Context: an optimization exercise on an open-source flow, tuned for small area, a short achievable clock period and few clock cycles per item. The choices shown serve that exercise and are no tape-out recipe. In this exercise RTL edits were held to simulation tests only and were not proved equivalent to the original.

==> inputs of run X <==
Design dehaze_top, start of the top module:
module dehaze_top (
    input  logic         clk,
    input  logic         rst,
    input  logic         in_valid,
    output logic         in_ready,
    input  logic [215:0] window,
    input  logic [23:0]  atm,
    input  logic [47:0]  atm_inv,
    output logic         out_valid,
    input  logic         out_ready,
    output logic [23:0]  out_pixel
);
==> module mean9, before the edit <==
module mean9 (
    input  logic [11:0] ps,
    input  logic [11:0] pc,
    output logic [7:0]  mean
);
    logic [11:0] sum;
    logic [17:0] scaled;
    assign sum    = ps + pc;
    assign scaled = {sum, 6'd0} - {3'd0, sum, 3'd0} + {6'd0, sum};
    assign mean   = scaled[16:9];
endmodule
==> module dehaze_top, before the edit <==
module dehaze_top (
    input  logic         clk,
    input  logic         rst,
    input  logic         in_valid,
    output logic         in_ready,
    input  logic [215:0] window,
    input  logic [23:0]  atm,
    input  logic [47:0]  atm_inv,
    output logic         out_valid,
    input  logic         out_ready,
    output logic [23:0]  out_pixel
);
    logic take;
    logic [71:0] chan_r, chan_g, chan_b;
    logic [11:0] ps_r, pc_r, ps_g, pc_g, ps_b, pc_b;
    for (genvar k = 0; k < 9; k++) begin : g_chan
        assign chan_r[8*k +: 8] = window[24*k + 16 +: 8];
        assign chan_g[8*k +: 8] = window[24*k + 8 +: 8];
        assign chan_b[8*k +: 8] = window[24*k +: 8];
    end
    sum9_cs u_sr (.x(chan_r), .ps(ps_r), .pc(pc_r));
    sum9_cs u_sg (.x(chan_g), .ps(ps_g), .pc(pc_g));
    sum9_cs u_sb (.x(chan_b), .ps(ps_b), .pc(pc_b));
    logic [47:0] sinv_c;
    for (genvar c = 0; c < 3; c++) begin : g_sinv
        assign sinv_c[16*c +: 16] = atm_inv[16*c +: 16] - {4'd0, atm_inv[16*c+4 +: 12]};
    end
    logic        v1;
    logic [11:0] s1_ps_r, s1_pc_r, s1_ps_g, s1_pc_g, s1_ps_b, s1_pc_b;
    logic [47:0] s1_sinv;
    logic [23:0] s1_ctr;
    logic [23:0] s1_atm;
    logic [7:0]  mean_r, mean_g, mean_b;
    logic [7:0]  m_sel;
    logic [15:0] i_sel;
    mean9 u_mr (.ps(s1_ps_r), .pc(s1_pc_r), .mean(mean_r));
    mean9 u_mg (.ps(s1_ps_g), .pc(s1_pc_g), .mean(mean_g));
    mean9 u_mb (.ps(s1_ps_b), .pc(s1_pc_b), .mean(mean_b));
    dark_select u_sel (
        .m_r(mean_r), .m_g(mean_g), .m_b(mean_b),
        .i_r(s1_sinv[15:0]), .i_g(s1_sinv[31:16]), .i_b(s1_sinv[47:32]),
        .m_sel(m_sel), .i_sel(i_sel)
    );
    logic        v2;
    logic [7:0]  s2_m;
    logic [15:0] s2_i;
    logic [23:0] s2_ctr;
    logic [23:0] s2_atm;
    logic [1:0]  tk;
    logic [15:0] tn;
    trans_calc u_tc (.m(s2_m), .s(s2_i), .tn(tn), .k(tk));
    logic        v3;
    logic [15:0] s3_tn;
    logic [1:0]  s3_k;
    logic [23:0] s3_ctr;
    logic [23:0] s3_atm;
    logic [12:0] qh;
    logic [23:0] cdist;
    logic [2:0]  below;
    logic [11:0] rseed;
    recip_seed  u_rs (.tn(s3_tn), .qh(qh));
    recip_shift u_sh (.qh(qh), .k(s3_k), .rs(rseed));
    for (genvar c = 0; c < 3; c++) begin : g_dist
        assign below[c]       = s3_ctr[8*c +: 8] < s3_atm[8*c +: 8];
        assign cdist[8*c +: 8] = below[c] ? s3_atm[8*c +: 8] - s3_ctr[8*c +: 8]
                                          : s3_ctr[8*c +: 8] - s3_atm[8*c +: 8];
    end
    logic        v4;
    logic [15:0] s4_tn;
    logic [11:0] s4_rs;
    logic [23:0] s4_d;
    logic [2:0]  s4_below;
    logic [23:0] s4_atm;
    logic        over;
    logic [11:0] rs_less;
    logic [11:0] recip;
    recip_fix   u_rf (.rs(s4_rs), .tn(s4_tn), .over(over));
    assign rs_less = s4_rs - 12'd1;
    assign recip   = over ? rs_less : s4_rs;
    logic        v5;
    logic [11:0] s5_r;
    logic [23:0] s5_d;
    logic [2:0]  s5_below;
    logic [23:0] s5_atm;
    logic [23:0] mag;
    for (genvar c = 0; c < 3; c++) begin : g_mag
        recover_mag u_mg (.d(s5_d[8*c +: 8]), .r(s5_r), .mag(mag[8*c +: 8]));
    end
    logic        v6;
    logic [23:0] s6_mag;
    logic [2:0]  s6_below;
    logic [23:0] s6_atm;
    logic [23:0] rec_pix;
    for (genvar c = 0; c < 3; c++) begin : g_rec
        recover_ch u_rc (
            .a(s6_atm[8*c +: 8]), .mag(s6_mag[8*c +: 8]), .below(s6_below[c]),
            .y(rec_pix[8*c +: 8])
        );
    end
    record_fifo #(.W(24), .DEPTH(8)) u_out (
        .clk       (clk),
        .rst       (rst),
        .take      (take),
        .can_take  (in_ready),
        .in_valid  (v6),
        .in_data   (rec_pix),
        .out_valid (out_valid),
        .out_ready (out_ready),
        .out_data  (out_pixel)
    );
    assign take = in_valid && in_ready;
    always_ff @(posedge clk) begin
        if (rst) begin
            v1 <= 1'b0;
            v2 <= 1'b0;
            v3 <= 1'b0;
            v4 <= 1'b0;
            v5 <= 1'b0;
            v6 <= 1'b0;
        end else begin
            v1 <= take;
            v2 <= v1;
            v3 <= v2;
            v4 <= v3;
            v5 <= v4;
            v6 <= v5;
        end
    end
    always_ff @(posedge clk) begin
        begin
            s1_ps_r  <= ps_r;
            s1_pc_r  <= pc_r;
            s1_ps_g  <= ps_g;
            s1_pc_g  <= pc_g;
            s1_ps_b  <= ps_b;
            s1_pc_b  <= pc_b;
            s1_sinv  <= sinv_c;
            s1_ctr   <= window[24*4 +: 24];
            s1_atm   <= atm;
            s2_m     <= m_sel;
            s2_i     <= i_sel;
            s2_ctr   <= s1_ctr;
            s2_atm   <= s1_atm;
            s3_tn    <= tn;
            s3_k     <= tk;
            s3_ctr   <= s2_ctr;
            s3_atm   <= s2_atm;
            s4_tn    <= s3_tn;
            s4_rs    <= rseed;
            s4_d     <= cdist;
            s4_below <= below;
            s4_atm   <= s3_atm;
            s5_r     <= recip;
            s5_d     <= s4_d;
            s5_below <= s4_below;
            s5_atm   <= s4_atm;
            s6_mag   <= mag;
            s6_below <= s5_below;
            s6_atm   <= s5_atm;
        end
    end
endmodule
==> module record_fifo, before the edit <==
module record_fifo #(
    parameter int W     = 24,
    parameter int DEPTH = 8
) (
    input  logic         clk,
    input  logic         rst,
    input  logic         take,
    output logic         can_take,
    input  logic         in_valid,
    input  logic [W-1:0] in_data,
    output logic         out_valid,
    input  logic         out_ready,
    output logic [W-1:0] out_data
);
    localparam int MEM_N = DEPTH - 1;
    logic [W-1:0] mem [MEM_N];
    logic [$clog2(MEM_N)-1:0]   wr_ptr;
    logic [$clog2(MEM_N)-1:0]   rd_ptr;
    logic [$clog2(MEM_N+1)-1:0] count;
    logic [$clog2(DEPTH+1)-1:0] owed;
    logic                       pop;
    logic                       head_free;
    logic                       from_mem;
    logic                       to_mem;
    assign can_take  = owed != DEPTH;
    assign pop       = out_valid && out_ready;
    assign head_free = !out_valid || pop;
    assign from_mem  = head_free && (count != 0);
    assign to_mem    = in_valid && !(head_free && (count == 0));
    always_ff @(posedge clk) begin
        if (rst) begin
            wr_ptr    <= '0;
            rd_ptr    <= '0;
            count     <= '0;
            owed      <= '0;
            out_valid <= 1'b0;
        end else begin
            if (to_mem) begin
                wr_ptr <= (wr_ptr == MEM_N - 1) ? '0 : wr_ptr + 1'b1;
            end
            if (from_mem) begin
                rd_ptr <= (rd_ptr == MEM_N - 1) ? '0 : rd_ptr + 1'b1;
            end
            case ({to_mem, from_mem})
                2'b10:   count <= count + 1'b1;
                2'b01:   count <= count - 1'b1;
                default: count <= count;
            endcase
            case ({take, pop})
                2'b10:   owed <= owed + 1'b1;
                2'b01:   owed <= owed - 1'b1;
                default: owed <= owed;
            endcase
            if (head_free) begin
                out_valid <= (count != 0) || in_valid;
            end
        end
    end
    always_ff @(posedge clk) begin
        if (to_mem) begin
            mem[wr_ptr] <= in_data;
        end
        if (head_free) begin
            out_data <= (count != 0) ? mem[rd_ptr] : in_data;
        end
    end
endmodule
Settings: LEC_CHECK=0, ABC_AREA=1, CAP_MARGIN=20, CORE_MARGIN=2, CORE_UTILIZATION=55, SETUP_SLACK_MARGIN=4.5, SLEW_MARGIN=20; clock period 10.0 ns.
run.sh (not shown) runs the stock make flow with config.mk's settings and CLKGATE_MAP_FILE= SYNTH_SCRIPT=/design/flow/synth_recipe.tcl, a recipe that flattens the netlist after the stock synthesis.
==> inputs of run R, as changes to run X <==
--- a/flow/design.v
+++ b/flow/design.v
@@ -41,13 +41,10 @@
     csa u_g (.a(f0), .b(f1), .c(e1), .s(ps), .cy(pc));
 endmodule
 module mean9 (
-    input  logic [11:0] ps,
-    input  logic [11:0] pc,
+    input  logic [11:0] sum,
     output logic [7:0]  mean
 );
-    logic [11:0] sum;
     logic [17:0] scaled;
-    assign sum    = ps + pc;
     assign scaled = {sum, 6'd0} - {3'd0, sum, 3'd0} + {6'd0, sum};
     assign mean   = scaled[16:9];
 endmodule
@@ -352,6 +349,7 @@
     logic take;
     logic [71:0] chan_r, chan_g, chan_b;
     logic [11:0] ps_r, pc_r, ps_g, pc_g, ps_b, pc_b;
+    logic [11:0] sum_r, sum_g, sum_b;
     for (genvar k = 0; k < 9; k++) begin : g_chan
         assign chan_r[8*k +: 8] = window[24*k + 16 +: 8];
         assign chan_g[8*k +: 8] = window[24*k + 8 +: 8];
@@ -364,17 +362,20 @@
     for (genvar c = 0; c < 3; c++) begin : g_sinv
         assign sinv_c[16*c +: 16] = atm_inv[16*c +: 16] - {4'd0, atm_inv[16*c+4 +: 12]};
     end
+    assign sum_r = ps_r + pc_r;
+    assign sum_g = ps_g + pc_g;
+    assign sum_b = ps_b + pc_b;
     logic        v1;
-    logic [11:0] s1_ps_r, s1_pc_r, s1_ps_g, s1_pc_g, s1_ps_b, s1_pc_b;
+    logic [11:0] s1_sum_r, s1_sum_g, s1_sum_b;
     logic [47:0] s1_sinv;
     logic [23:0] s1_ctr;
     logic [23:0] s1_atm;
     logic [7:0]  mean_r, mean_g, mean_b;
     logic [7:0]  m_sel;
     logic [15:0] i_sel;
-    mean9 u_mr (.ps(s1_ps_r), .pc(s1_pc_r), .mean(mean_r));
-    mean9 u_mg (.ps(s1_ps_g), .pc(s1_pc_g), .mean(mean_g));
-    mean9 u_mb (.ps(s1_ps_b), .pc(s1_pc_b), .mean(mean_b));
+    mean9 u_mr (.sum(s1_sum_r), .mean(mean_r));
+    mean9 u_mg (.sum(s1_sum_g), .mean(mean_g));
+    mean9 u_mb (.sum(s1_sum_b), .mean(mean_b));
     dark_select u_sel (
         .m_r(mean_r), .m_g(mean_g), .m_b(mean_b),
         .i_r(s1_sinv[15:0]), .i_g(s1_sinv[31:16]), .i_b(s1_sinv[47:32]),
@@ -467,12 +468,9 @@
     end
     always_ff @(posedge clk) begin
         begin
-            s1_ps_r  <= ps_r;
-            s1_pc_r  <= pc_r;
-            s1_ps_g  <= ps_g;
-            s1_pc_g  <= pc_g;
-            s1_ps_b  <= ps_b;
-            s1_pc_b  <= pc_b;
+            s1_sum_r <= sum_r;
+            s1_sum_g <= sum_g;
+            s1_sum_b <= sum_b;
             s1_sinv  <= sinv_c;
             s1_ctr   <= window[24*4 +: 24];
             s1_atm   <= atm;
==> inputs of run Z, as changes to run X <==
--- a/flow/design.v
+++ b/flow/design.v
@@ -41,13 +41,10 @@
     csa u_g (.a(f0), .b(f1), .c(e1), .s(ps), .cy(pc));
 endmodule
 module mean9 (
-    input  logic [11:0] ps,
-    input  logic [11:0] pc,
+    input  logic [11:0] sum,
     output logic [7:0]  mean
 );
-    logic [11:0] sum;
     logic [17:0] scaled;
-    assign sum    = ps + pc;
     assign scaled = {sum, 6'd0} - {3'd0, sum, 3'd0} + {6'd0, sum};
     assign mean   = scaled[16:9];
 endmodule
@@ -112,7 +109,7 @@
 `timescale 1ns/1ns
 module record_fifo #(
     parameter int W     = 24,
-    parameter int DEPTH = 8
+    parameter int DEPTH = 7
 ) (
     input  logic         clk,
     input  logic         rst,
@@ -124,36 +121,30 @@
     input  logic         out_ready,
     output logic [W-1:0] out_data
 );
-    localparam int MEM_N = DEPTH - 1;
-    logic [W-1:0] mem [MEM_N];
-    logic [$clog2(MEM_N)-1:0]   wr_ptr;
-    logic [$clog2(MEM_N)-1:0]   rd_ptr;
-    logic [$clog2(MEM_N+1)-1:0] count;
+    logic [W-1:0] mem [DEPTH];
+    logic [$clog2(DEPTH)-1:0]   wr_ptr;
+    logic [$clog2(DEPTH)-1:0]   rd_ptr;
+    logic [$clog2(DEPTH+1)-1:0] count;
     logic [$clog2(DEPTH+1)-1:0] owed;
     logic                       pop;
-    logic                       head_free;
-    logic                       from_mem;
-    logic                       to_mem;
-    assign can_take  = owed != DEPTH;
     assign pop       = out_valid && out_ready;
-    assign head_free = !out_valid || pop;
-    assign from_mem  = head_free && (count != 0);
-    assign to_mem    = in_valid && !(head_free && (count == 0));
+    assign can_take  = (owed != DEPTH) || pop;
+    assign out_valid = count != 0;
+    assign out_data  = mem[rd_ptr];
     always_ff @(posedge clk) begin
         if (rst) begin
-            wr_ptr    <= '0;
-            rd_ptr    <= '0;
-            count     <= '0;
-            owed      <= '0;
-            out_valid <= 1'b0;
+            wr_ptr <= '0;
+            rd_ptr <= '0;
+            count  <= '0;
+            owed   <= '0;
         end else begin
-            if (to_mem) begin
-                wr_ptr <= (wr_ptr == MEM_N - 1) ? '0 : wr_ptr + 1'b1;
+            if (in_valid) begin
+                wr_ptr <= (wr_ptr == DEPTH - 1) ? '0 : wr_ptr + 1'b1;
             end
-            if (from_mem) begin
-                rd_ptr <= (rd_ptr == MEM_N - 1) ? '0 : rd_ptr + 1'b1;
+            if (pop) begin
+                rd_ptr <= (rd_ptr == DEPTH - 1) ? '0 : rd_ptr + 1'b1;
             end
-            case ({to_mem, from_mem})
+            case ({in_valid, pop})
                 2'b10:   count <= count + 1'b1;
                 2'b01:   count <= count - 1'b1;
                 default: count <= count;
@@ -163,18 +154,12 @@
                 2'b01:   owed <= owed - 1'b1;
                 default: owed <= owed;
             endcase
-            if (head_free) begin
-                out_valid <= (count != 0) || in_valid;
-            end
         end
     end
     always_ff @(posedge clk) begin
-        if (to_mem) begin
+        if (in_valid) begin
             mem[wr_ptr] <= in_data;
         end
-        if (head_free) begin
-            out_data <= (count != 0) ? mem[rd_ptr] : in_data;
-        end
     end
 endmodule
 `timescale 1ns/1ns
@@ -352,6 +337,7 @@
     logic take;
     logic [71:0] chan_r, chan_g, chan_b;
     logic [11:0] ps_r, pc_r, ps_g, pc_g, ps_b, pc_b;
+    logic [11:0] sum_r, sum_g, sum_b;
     for (genvar k = 0; k < 9; k++) begin : g_chan
         assign chan_r[8*k +: 8] = window[24*k + 16 +: 8];
         assign chan_g[8*k +: 8] = window[24*k + 8 +: 8];
@@ -364,17 +350,20 @@
     for (genvar c = 0; c < 3; c++) begin : g_sinv
         assign sinv_c[16*c +: 16] = atm_inv[16*c +: 16] - {4'd0, atm_inv[16*c+4 +: 12]};
     end
+    assign sum_r = ps_r + pc_r;
+    assign sum_g = ps_g + pc_g;
+    assign sum_b = ps_b + pc_b;
     logic        v1;
-    logic [11:0] s1_ps_r, s1_pc_r, s1_ps_g, s1_pc_g, s1_ps_b, s1_pc_b;
+    logic [11:0] s1_sum_r, s1_sum_g, s1_sum_b;
     logic [47:0] s1_sinv;
     logic [23:0] s1_ctr;
     logic [23:0] s1_atm;
     logic [7:0]  mean_r, mean_g, mean_b;
     logic [7:0]  m_sel;
     logic [15:0] i_sel;
-    mean9 u_mr (.ps(s1_ps_r), .pc(s1_pc_r), .mean(mean_r));
-    mean9 u_mg (.ps(s1_ps_g), .pc(s1_pc_g), .mean(mean_g));
-    mean9 u_mb (.ps(s1_ps_b), .pc(s1_pc_b), .mean(mean_b));
+    mean9 u_mr (.sum(s1_sum_r), .mean(mean_r));
+    mean9 u_mg (.sum(s1_sum_g), .mean(mean_g));
+    mean9 u_mb (.sum(s1_sum_b), .mean(mean_b));
     dark_select u_sel (
         .m_r(mean_r), .m_g(mean_g), .m_b(mean_b),
         .i_r(s1_sinv[15:0]), .i_g(s1_sinv[31:16]), .i_b(s1_sinv[47:32]),
@@ -436,7 +425,7 @@
             .y(rec_pix[8*c +: 8])
         );
     end
-    record_fifo #(.W(24), .DEPTH(8)) u_out (
+    record_fifo #(.W(24), .DEPTH(7)) u_out (
         .clk       (clk),
         .rst       (rst),
         .take      (take),
@@ -467,12 +456,9 @@
     end
     always_ff @(posedge clk) begin
         begin
-            s1_ps_r  <= ps_r;
-            s1_pc_r  <= pc_r;
-            s1_ps_g  <= ps_g;
-            s1_pc_g  <= pc_g;
-            s1_ps_b  <= ps_b;
-            s1_pc_b  <= pc_b;
+            s1_sum_r <= sum_r;
+            s1_sum_g <= sum_g;
+            s1_sum_b <= sum_b;
             s1_sinv  <= sinv_c;
             s1_ctr   <= window[24*4 +: 24];
             s1_atm   <= atm;
==> out/results.md <==
| Item | This run |
|:---|:---|
| Via count of the first global-routing pass | 37,360 |
| Layout buffering overhead excluding clock cells | 0.08576 |
| Count of different cell masters after synthesis | 66 |
| Maximum number of pins on one net before global-route repair | 75 |
| Run status | complete, no violations |
| Number of tap cells added at floorplan | 1,176 |
| Share of the synthesized area in compound gates (AO/OA/AOI/OAI) | 0.07769 |
| Antenna violations before repair | 2 |
| Detailed-route wire length per cell | 16.22 µm |
| Multiplexer area fraction after synthesis | 0.002472 |
| Area share of fa/ha/maj cells after synthesis | 0.3217 |
| Die span in y | 304.3 µm |
-- figures above: run Z

==> out/results.md <==
| Item | This run |
|:---|:---|
| Endpoint class of the critical path | flop |
| Maximum number of pins on one net before global-route repair | 74 |
| Number of tap cells added at floorplan | 1,186 |
| Multiplexer area fraction after synthesis | 0.002189 |
| Via count of the first global-routing pass | 38,920 |
| Layout buffering overhead excluding clock cells | 0.07705 |
| Run status | complete, no violations |
| Detailed-route wire length per cell | 16.67 µm |
| Area share of fa/ha/maj cells after synthesis | 0.3144 |
| Antenna violations before repair | 1 |
-- figures above: run R

==> out/results.md <==
| Item | This run |
|:---|:---|
| Number of tap cells added at floorplan | 1,254 |
| Die span in y | 309.6 µm |
| Run status | complete, no violations |
| Maximum number of pins on one net before global-route repair | 74 |
| Count of different cell masters after synthesis | 68 |
-- figures above: run X

Testbench counts of run X, summed over its fixed seeds: cycles 2,456, items 2,400.
Testbench counts of run R, summed over its fixed seeds: cycles 2,456, items 2,400.
Testbench counts of run Z, summed over its fixed seeds: cycles 2,456, items 2,400.

==> what the ideal ports hide <==
The flow's constraints put no driver on any port. The routed layouts listed below were extracted and timed again, unchanged, in two steps.
Step 1: set_driving_cell puts a clkbuf_16 on clk and a buf_2 on each other input, an assumption about the parent block.
Step 2 adds t to the input delays and takes it off the output delays; t is the mean of the earliest and latest rising clock arrival at the registers after step 1. Input paths then give back, and output paths get back, about the clock's delay inside the block.
Slacks: no drivers / after step 1 / after step 2; pairs: no drivers / after step 1.
run | shift t [ns] | slack for setup (ns) | hold slack, ns | slew at the worst register clock pin (ns)
run X | 0.721 | 4.452 / 4.452 / 4.452 | 0.304 / 0.304 / 0.304 | 0.07 / 0.07
run R | 0.714 | 4.596 / 4.596 / 3.929 | 0.319 / 0.319 / 0.319 | 0.07 / 0.07
run Z | 0.716 | 4.369 / 4.369 / 3.913 | 0.310 / 0.310 / 0.310 | 0.07 / 0.07
After both steps setup and hold are still met in every run listed. The setup slack of run R, which loses most, moves by 0.000 ns with the drivers and by -0.667 ns with both steps.
